This is an optimization exercise on Yosys and OpenROAD, whose aim is small area and few clock cycles per item, not a production implementation. Where RTL was checked, it was by simulation tests only, not by an equivalence proof against the original. Power and IR drop assume default switching activity.

==> flow/design.v (excerpt) <==
module expression_tokenizer_unit #(
    parameter int MAX_FRAC_DIGITS = etok_pkg::MAX_FRAC_DIGITS_DEF,
    parameter int INT_BITS        = etok_pkg::INT_BITS_DEF
) (
    input  logic                      clk,
    input  logic                      rst_n,
    input  logic                      s_axis_tvalid,
    output logic                      s_axis_tready,
    input  logic [etok_pkg::CH_W-1:0] s_axis_tdata,    
    input  logic                      s_axis_tlast,    
    output logic                      m_axis_tvalid,
    input  logic                      m_axis_tready,
    output logic [39:0]               m_axis_tdata,    
    output logic [etok_pkg::KIND_W-1:0] m_axis_tuser,  
    output logic                      m_axis_tlast     
);
    logic             act_reg;       
    logic             frac_reg;      
    logic [3:0]       fcnt_reg;      
    logic [15:0]      ipart_reg;     
    logic             sat_reg;       
    logic [ACC_W-1:0] acc_reg;       
    logic [4:1]       cut_c_reg;     
    logic             hold_v_reg;
    logic             hold_end_reg;
  ...
Size: ~680 cells after synthesis, ~6600 um2 of cells after synthesis.
export LEC_CHECK = 0
export ABC_AREA = 1
export CAP_MARGIN = 20
export CORE_MARGIN = 2
export CORE_UTILIZATION = 65
export GPL_TIMING_DRIVEN = 0
export SLEW_MARGIN = 20
create_clock -name core_clock -period 10.0 [get_ports {clk}]
standard.sh (not shown) runs the stock make flow with config.mk's settings and CLKGATE_MAP_FILE= SYNTH_SCRIPT=/design/flow/synth_recipe.tcl, a recipe that flattens the netlist after the stock synthesis.
==> flow/flow/run.sh <==
#!/bin/bash
# Own layout flow: the standard flow (standard synthesis, then ORFS
# floorplan to finish) with these changes:
# - after the standard synthesis, the combinational gates between its
#   registers and adder cells are mapped again for area: each full adder's
#   and XOR gate's polarity is chosen to need the fewest inverters
#   (invopt.py), then four times ABC maps the rest (half adders included)
#   for area (reabc.abc) and polarities are chosen again, and the smallest
#   of the four netlists is kept; registers, full adders and the names of
#   registers are kept, and a Yosys equivalence proof against the standard
#   netlist must pass, else the standard netlist is used;
# - before floorplan, every combinational cell goes to the smallest drive
#   strength of its family (downsize.tcl); timing repair sizes up what the
#   period needs;
# - the port buffers that global placement inserts use the smallest buffer
#   cell instead of a delay buffer;
# - clock tree synthesis uses one buffer type in larger sink clusters,
#   without dummy loads.
# Each tool's output goes to a log file of its own in this folder.
set -euo pipefail
F="$PWD/flow"
R="$PWD/orfs/results/$FLOW_PLATFORM/expression_tokenizer_unit/base"
LIB="$FLOW_HOME/platforms/$FLOW_PLATFORM/lib/sky130_fd_sc_hd__tt_025C_1v80.lib"
YOSYS="$(command -v yosys || echo "$FLOW_HOME/../tools/install/yosys/bin/yosys")"

bash standard.sh synth > synth.log 2>&1

# Map the combinational logic again, keeping registers and full adders.
DU="-dont_use *lpflow* -dont_use *probe* -dont_use *clkdly* -dont_use *dlygate*"
DU="$DU -dont_use *dlymetal* -dont_use *clkbuf* -dont_use *clkinv*"
models() {  # Verilog models of the combinational cells the given netlists use
  local cells
  cells=$(grep -ohE 'sky130_fd_sc_hd__\w+' "$@" | sort -u \
          | grep -vE '__(dfxtp_1|edfxtp_1|dfrtp_1|fa_1|ha_1|conb_1)$' | tr '\n' ' ')
  python3 "$F/libmodels.py" "$LIB" $cells
}
reabc_once() {  # $1 in, $2 out: ABC maps the combinational logic for area
  models "$1" > comb_models.v || return 1
  grep 'ha_1' "$F/seqmodels.v" >> comb_models.v || return 1
  "$YOSYS" -p "read_verilog -lib $F/stubs.v; read_verilog comb_models.v; read_verilog $1;
    hierarchy -top $FLOW_TOP; flatten; delete t:\$scopeinfo; techmap; opt -fast;
    abc -liberty $LIB $DU -script $F/reabc.abc; opt_clean -purge;
    write_verilog -noattr -nohex -nodec $2" > "reabc_$2.log" 2>&1
}
netarea() {  # cell area of a netlist, from the cells' LEF sizes
  python3 - "$1" "$FLOW_HOME/platforms/$FLOW_PLATFORM/lef/sky130_fd_sc_hd_merged.lef" <<'PY'
import re, sys
s = open(sys.argv[1]).read()
lef = open(sys.argv[2]).read()
area = {}
for m in re.finditer(r'MACRO (\S+)\s*\n(.*?)\nEND \1', lef, re.S):
    sz = re.search(r'SIZE\s+([\d.]+)\s+BY\s+([\d.]+)', m.group(2))
    if sz:
        area[m.group(1)] = float(sz.group(1)) * float(sz.group(2))
print('%.3f' % sum(area[t] for t in re.findall(r'^\s*(sky130_fd_sc_hd__\w+)\s+\S+\s*\(', s, re.M)))
PY
}
reopt() {
  cp "$R/1_2_yosys.v" std_netlist.v || return 1
  python3 "$F/invopt.py" std_netlist.v pol0_netlist.v pol0 > invopt0.log 2>&1 || return 1
  local cur=pol0_netlist.v best="" best_area="" a
  # half adders go back to logic for ABC; full adders and registers stay
  for it in 1 2 3 4; do
    reabc_once "$cur" "reabc${it}_netlist.v" || return 1
    python3 "$F/invopt.py" "reabc${it}_netlist.v" "pol${it}_netlist.v" "pol${it}" > "invopt${it}.log" 2>&1 || return 1
    cur="pol${it}_netlist.v"
    a=$(netarea "$cur") || return 1
    echo "iteration $it: $a" >> reopt_areas.log
    if [[ -z "$best" ]] || python3 -c "import sys; sys.exit(0 if $a < $best_area else 1)"; then
      best="$cur"; best_area="$a"
    fi
  done
  cp "$best" final_netlist.v || return 1
  echo "chosen: $best $best_area" >> reopt_areas.log
  # Proof: the standard and the final netlist, with only ports and register
  # outputs named alike, are equivalent.
  models std_netlist.v final_netlist.v > all_models.v || return 1
  cat "$F/seqmodels.v" >> all_models.v || return 1
  python3 "$F/renamenets.py" std_netlist.v eq_gold.v _o || return 1
  python3 "$F/renamenets.py" final_netlist.v eq_gate.v _g || return 1
  "$YOSYS" -p "read_verilog all_models.v; read_verilog eq_gold.v; rename $FLOW_TOP gold;
    read_verilog eq_gate.v; rename $FLOW_TOP gate; proc; flatten; async2sync; opt_clean;
    equiv_make gold gate equiv; hierarchy -top equiv; equiv_simple -seq 2; equiv_induct;
    equiv_status -assert" > equiv.log 2>&1 || return 1
  grep -q 'Equivalence successfully proven' equiv.log || return 1
  # same registers, same names and cell types
  diff <(grep -oE 'sky130_fd_sc_hd__(dfxtp|edfxtp|dfrtp)_1 +\S+' std_netlist.v | sort) \
       <(grep -oE 'sky130_fd_sc_hd__(dfxtp|edfxtp|dfrtp)_1 +\S+' final_netlist.v | sort) > regs.diff || return 1
}
if reopt; then
  echo "reopt: using the remapped netlist" > reopt.status
  cp final_netlist.v "$R/1_2_yosys.v"
  rm -f "$R/1_synth.odb" "$R/1_synth.sdc"
else
  echo "reopt: failed, using the standard netlist" > reopt.status
fi

export PRE_FLOORPLAN_TCL="$F/downsize.tcl"
export BUFFER_PORTS_ARGS="-buffer_cell sky130_fd_sc_hd__buf_1"
export CTS_ARGS="-sink_clustering_enable -repair_clock_nets -buf_list sky130_fd_sc_hd__clkbuf_8 -sink_clustering_size 16 -dont_use_dummy_load"
bash standard.sh > standard.log 2>&1
Other scripts of this flow, unchanged in this note and not shown: flow/flow/downsize.tcl, flow/flow/invopt.py, flow/flow/libmodels.py, flow/flow/reabc.abc, flow/flow/renamenets.py, flow/flow/seqmodels.v, flow/flow/stubs.v
Change:
--- a/flow/design.v
+++ b/flow/design.v
@@ -30,23 +30,23 @@
     input  logic                      m_axis_tready,
     output logic [39:0]               m_axis_tdata,    
     output logic [etok_pkg::KIND_W-1:0] m_axis_tuser,  
     output logic                      m_axis_tlast     
 );
     logic             act_reg;       
     logic             frac_reg;      
     logic [3:0]       fcnt_reg;      
     logic [15:0]      ipart_reg;     
     logic             sat_reg;       
     logic [ACC_W-1:0] acc_reg;       
-    logic [4:1]       cut_c_reg;     
+    logic [3:1]       cut_c_reg;     
     logic             hold_v_reg;
     logic             hold_end_reg;
     logic [7:0]       hold_ch_reg;
     logic [7:0] ch;
     logic [3:0] digit;
     logic       is_end, is_skip, is_digit, is_point, emit_tok, accept;
     assign ch       = s_axis_tdata;
     assign digit    = ch[3:0];
     assign is_end   = s_axis_tlast || (ch == 8'h00);
     assign is_skip  = (ch[7:5] == 3'b000) || (ch == 8'h20) || (ch == 8'h7F);
     assign is_digit = (ch[7:4] == 4'h3) && !(ch[3] && (ch[2] || ch[1]));
@@ -77,28 +77,27 @@
             2'd0:    part_lo = '0;
             2'd1:    part_lo = weight;
             2'd2:    part_lo = weight << 1;
             default: part_lo = weight3;
         endcase
         case (fdigit[3:2])
             2'd0:    part_hi = '0;
             2'd1:    part_hi = weight << 2;
             default: part_hi = weight << 3;
         endcase
     end
-    localparam int CUT_1 = 9;
-    localparam int CUT_2 = 18;
-    localparam int CUT_3 = 27;
-    localparam int CUT_4 = 35;
+    localparam int CUT_1 = 11;
+    localparam int CUT_2 = 22;
+    localparam int CUT_3 = 33;
     logic [ACC_W-1:0] csa_s, csa_c, acc_sum;
-    logic [4:1]       cut_c_next;
+    logic [3:1]       cut_c_next;
     always_comb
     begin
         logic c;
         csa_s = acc_reg ^ part_lo ^ part_hi;
         csa_c = ((acc_reg & part_lo) | (acc_reg & part_hi) | (part_lo & part_hi)) << 1;
         c = 1'b0;
         cut_c_next = '0;
         for (int i = 0; i < ACC_W; i++)
         begin
             if (i == CUT_1)
             begin
@@ -107,27 +106,22 @@
             end
             if (i == CUT_2)
             begin
                 cut_c_next[2] = c;
                 c = cut_c_reg[2];
             end
             if (i == CUT_3)
             begin
                 cut_c_next[3] = c;
                 c = cut_c_reg[3];
             end
-            if (i == CUT_4)
-            begin
-                cut_c_next[4] = c;
-                c = cut_c_reg[4];
-            end
             acc_sum[i] = csa_s[i] ^ csa_c[i] ^ c;
             c = (csa_s[i] & csa_c[i]) | (c & (csa_s[i] ^ csa_c[i]));
         end
     end
     logic [15:0] ipart_x5;
     logic [15:0] ipart_x10;
     logic        ipart_ovf;
     always_comb
     begin
         logic        c;
         logic [15:0] b;
@@ -165,23 +159,23 @@
                 act_reg <= 1'b1;
             end
             else if (is_point)
             begin
                 frac_reg <= 1'b1;
             end
         end
     end
     always_ff @(posedge clk)
     begin
         acc_reg   <= frac_reg ? acc_sum : ACC_W'((1 << GUARD_W) + FRAC_BIAS);
-        cut_c_reg <= frac_reg ? cut_c_next : 4'b0000;
+        cut_c_reg <= frac_reg ? cut_c_next : 3'b000;
         if (!frac_reg)
         begin
             fcnt_reg <= 4'd0;
         end
         else if (accept && is_digit && !(fcnt_reg[3] && fcnt_reg[0]))
         begin
             fcnt_reg <= fcnt_inc;
         end
         if (accept && is_digit && !frac_reg)
         begin
             if (!act_reg)
@@ -201,27 +195,26 @@
     logic             int_carry;
     logic [31:0]      num_value;
     always_comb
     begin
         logic k, ones, kin;
         k = 1'b0;
         ones = 1'b1;
         xv = '0;
         for (int i = CUT_1; i < ACC_W; i++)
         begin
             kin = k && ones;
-            if (i == CUT_1 || i == CUT_2 || i == CUT_3 || i == CUT_4)
+            if (i == CUT_1 || i == CUT_2 || i == CUT_3)
             begin
                 logic cc;
-                cc = (i == CUT_1) ? cut_c_reg[1] : (i == CUT_2) ? cut_c_reg[2]
-                   : (i == CUT_3) ? cut_c_reg[3] : cut_c_reg[4];
+                cc = (i == CUT_1) ? cut_c_reg[1] : (i == CUT_2) ? cut_c_reg[2] : cut_c_reg[3];
                 xv[i] = acc_reg[i] ^ kin ^ cc;
                 k = (acc_reg[i] && kin) || (acc_reg[i] && cc) || (kin && cc);
                 ones = 1'b1;
             end
             else
             begin
                 xv[i] = acc_reg[i] ^ kin;
                 ones = ones && acc_reg[i];
             end
         end
         ones = 1'b1;
The changed run ran to the end with no violations.
Final area went down slightly.
Global-route usage fell by 2.4 points.
Total power came out lower by a few percent.
Routed wire length is lower by a little under a tenth.
Combinational power decreases by a few percent.
Testbench counts after the change, summed over its fixed seeds: cycles 31,132, tokens 10,951.
Only the layout flow was run in the first run of this note; the RTL was not checked for function there.

-- port drivers added, routing unchanged --
In the flow no input, the clock included, has a driving cell. The finished layouts below were timed again as built, in two steps.
Step 1 (the two cells are an assumption about what drives the block):
set clk [get_ports {clk}]
set_driving_cell -lib_cell sky130_fd_sc_hd__clkbuf_16 $clk
set_driving_cell -lib_cell sky130_fd_sc_hd__buf_2 [delete_from_list [all_inputs] $clk]
Step 2 adds t to the input delays and takes it off the output delays; t is the mean of the earliest and latest rising clock arrival at the registers after step 1. Input paths then give back, and output paths get back, about the clock's delay inside the block.
Three values: ideal, step 1, step 2; two values: the first two.
run | shift t [ns] | setup WS [ns] | worst setup path at the end
the first run | 0.394 | 0.359 / 0.367 / -0.027 | input to register
the second run | 0.385 | 0.297 / 0.305 / -0.079 | input to register
With both steps, setup timing fails in the first run and the second run, where it was met with ideal ports. The setup slack of the first run, which loses most, moves by +0.008 ns with the drivers and by -0.386 ns with both steps.
